This is an optimization exercise on Yosys and OpenROAD, whose aim is small area, a short achievable clock period and few clock cycles per item, not a production implementation. The RTL was checked by simulation tests, not by an equivalence proof against the original design.

==> inputs of build 83 <==
## rgb_to_hsl_convert
module rgb_to_hsl_convert (
    input  logic        i_clk,
    input  logic        i_rst_n,
    input  logic        i_valid,
    output logic        o_stall,
    input  logic [7:0]  i_red,
    input  logic [7:0]  i_green,
    input  logic [7:0]  i_blue,
    input  logic [7:0]  i_alpha,
    output logic        o_valid,
    input  logic        i_stall,
    output logic [12:0] o_hue,
    output logic [7:0]  o_saturation,
    output logic [7:0]  o_luminance,
    output logic [7:0]  o_alpha_out
);
==> flow/config.mk <==
export PLATFORM = sky130hd
export DESIGN_NAME = rgb_to_hsl_convert
export DESIGN_NICKNAME = rgb_to_hsl_convert
export VERILOG_FILES = /design/flow/design.v
export SDC_FILE = /design/flow/constraint.sdc
export NUM_CORES = 4
export LEC_CHECK = 0
export ABC_AREA = 1
export CAP_MARGIN = 20
export CORE_MARGIN = 2
export CORE_UTILIZATION = 40
export GPL_ROUTABILITY_DRIVEN = 0
export SETUP_SLACK_MARGIN = 4.2
export SLEW_MARGIN = 20
==> flow/constraint.sdc <==
create_clock -name core_clock -period 8.0 [get_ports {i_clk}]
set_input_delay 1.6000 -clock core_clock [delete_from_list [all_inputs] [get_ports {i_clk}]]
set_output_delay 1.6000 -clock core_clock [all_outputs]
set_load 0.01 [all_outputs]
run.sh (not shown) runs the stock make flow with config.mk's settings and CLKGATE_MAP_FILE= SYNTH_SCRIPT=/design/flow/synth_recipe.tcl, a recipe that flattens the netlist after the stock synthesis.
==> build 21 (differences from build 83) <==
GPL_ROUTABILITY_DRIVEN = unset   (was 0)
SETUP_SLACK_MARGIN = 4.3   (was 4.2)
==> impl_metrics.csv <==
group,metric,value,unit
setup_path,r2r_cells,21,
global_route,gr-usage-met2,31.8,%
setup_path,reg2reg_to,"sr__r2[3]",
drt,firstDrtPassIters,5,
finish,final_nets,2847,
sta,timing.hold.ws,0.399,ns
drt,vias,16500,
setup_path,worstReg2RegStart,"d__r1[3]",
outcome,status,"timing/DRC/antenna clean",
setup_path,worstPathCellList,"clkdlybuf4s50_1 -> inv_1 -> ha_2 -> nand2_2 -> nor2_4 -> nand2_2 -> nand3_4 -> buf_4 -> nand2_8 -> nand2_8 -> inv_2 -> nand2_1 -> inv_1 -> nand2_1 -> nand2_1 -> nand2_1 -> nand2_1",
setup_path,cp.required,8.28,ns
drt,dr_wl_met3,1940,um
-- figures above: build 21

==> impl_metrics.csv <==
group,metric,value,unit
setup_path,reg2reg_to,"hr__r2[6]",
setup_path,r2r_cells,18,
outcome,status,"timing/DRC/antenna clean",
die,fp.dieH,235,um
global_route,gr-usage-met2,30.8,%
finish,final_nets,2826,
setup_path,worstReg2RegStart,"f__r1[5]",
setup_path,cp.required,6.40,ns
drt,vias,16500,
drt,dr_wl_met3,2080,um
drt,firstDrtPassIters,7,
sta,timing.hold.ws,0.401,ns
-- figures above: build 83

Testbench counts of build 83, summed over its fixed seeds: cycles 32,048, pixels 32,000.
Testbench counts of build 21, summed over its fixed seeds: cycles 32,048, pixels 32,000.

========
==> inputs of 08-21 <==
rgb_to_hsl_convert again, from the RTL that the note above started with.
Settings: LEC_CHECK=0, ABC_AREA=0, CAP_MARGIN=20, CORE_MARGIN=2, CORE_UTILIZATION=40, SETUP_SLACK_MARGIN=4.2, SLEW_MARGIN=20; clock period 8.0 ns.
==> 09-08: changes against 08-21 <==
- ABC_AREA: 0 -> 1
==> run summary <==
metric	09-08	08-21
Area share of the largest cell type after synthesis	0.4210	0.4364
Filler cell count	4937	4251
Post-CTS resize count	56	202
Ratio of final minimum period to clock period	0.4678	0.5358
Horizontal die dimension	234.5 um	230.4 um
Most common cell after layout, fill and taps aside	sky130_fd_sc_hd__nand2_1	sky130_fd_sc_hd__edfxtp_1
Slowest-stage cell, CP	sky130_fd_sc_hd__clkdlybuf4s15_1	sky130_fd_sc_hd__edfxtp_1
Worst-skew pair later-pin latency	0.53 ns	0.54 ns
Startpoint of the worst hold path	sl__r2[5]$_DFFE_PN_	alpha__r5[4]$_DFFE_PN_
Maximum clock skew at final layout	0.02030 ns	0.01294 ns
Clock network area share	0.04181	0.04308
Worst-Margin Slew	1.026 ns	0.9999 ns
Routed length on met3	1944 um	1588 um
Initial core utilization	0.4045	0.4070
Sequential area share after synthesis	0.4267	0.4423
Crit. Startpoint	i_stall	d__r2[1]$_DFFE_PN_
Outcome	complete, no violations	complete, no violations
Layout Utilization	0.4766	0.5391
Cell Rows	84	82
Fraction of synthesized area in multiplexers	0.001060	0.05748
Testbench counts of 08-21, summed over its fixed seeds: cycles 32,048, pixels 32,000.
Testbench counts of 09-08, summed over its fixed seeds: cycles 32,048, pixels 32,000.

==> afterwards: timing with drivers on the ports <==
Ports are ideal in the flow. The routed layouts listed here were re-timed in OpenROAD. Step 1 sets driving cells, clkbuf_16 on the clock port and buf_2 on the other inputs (assumed; they add their load-dependent delay and slew). Step 2, shift: input delay + t, output delay - t, t = (earliest + latest rising clock arrival at the registers) / 2. This alone moves slack from input paths to output paths. Slacks: ideal ports / drivers / drivers and shift; pairs: ideal ports / drivers.
run | t (ns) | setup slack, ns | latest minus earliest clock arrival (ns) | slew at the worst register clock pin (ns)
build 83 | 0.573 | 4.238 / 4.200 / 3.752 | 0.028 / 0.028 | 0.06 / 0.06
build 21 | 0.579 | 4.357 / 4.330 / 3.791 | 0.021 / 0.021 | 0.06 / 0.06
08-21 | 0.594 | 3.714 / 3.714 / 3.687 | 0.013 / 0.014 | 0.06 / 0.06
09-08 | 0.574 | 4.258 / 4.221 / 3.735 | 0.021 / 0.020 | 0.06 / 0.06
After both steps setup and hold are still met in every run listed. The setup slack of build 21, which loses most, moves by -0.027 ns with the drivers and by -0.566 ns with both steps.
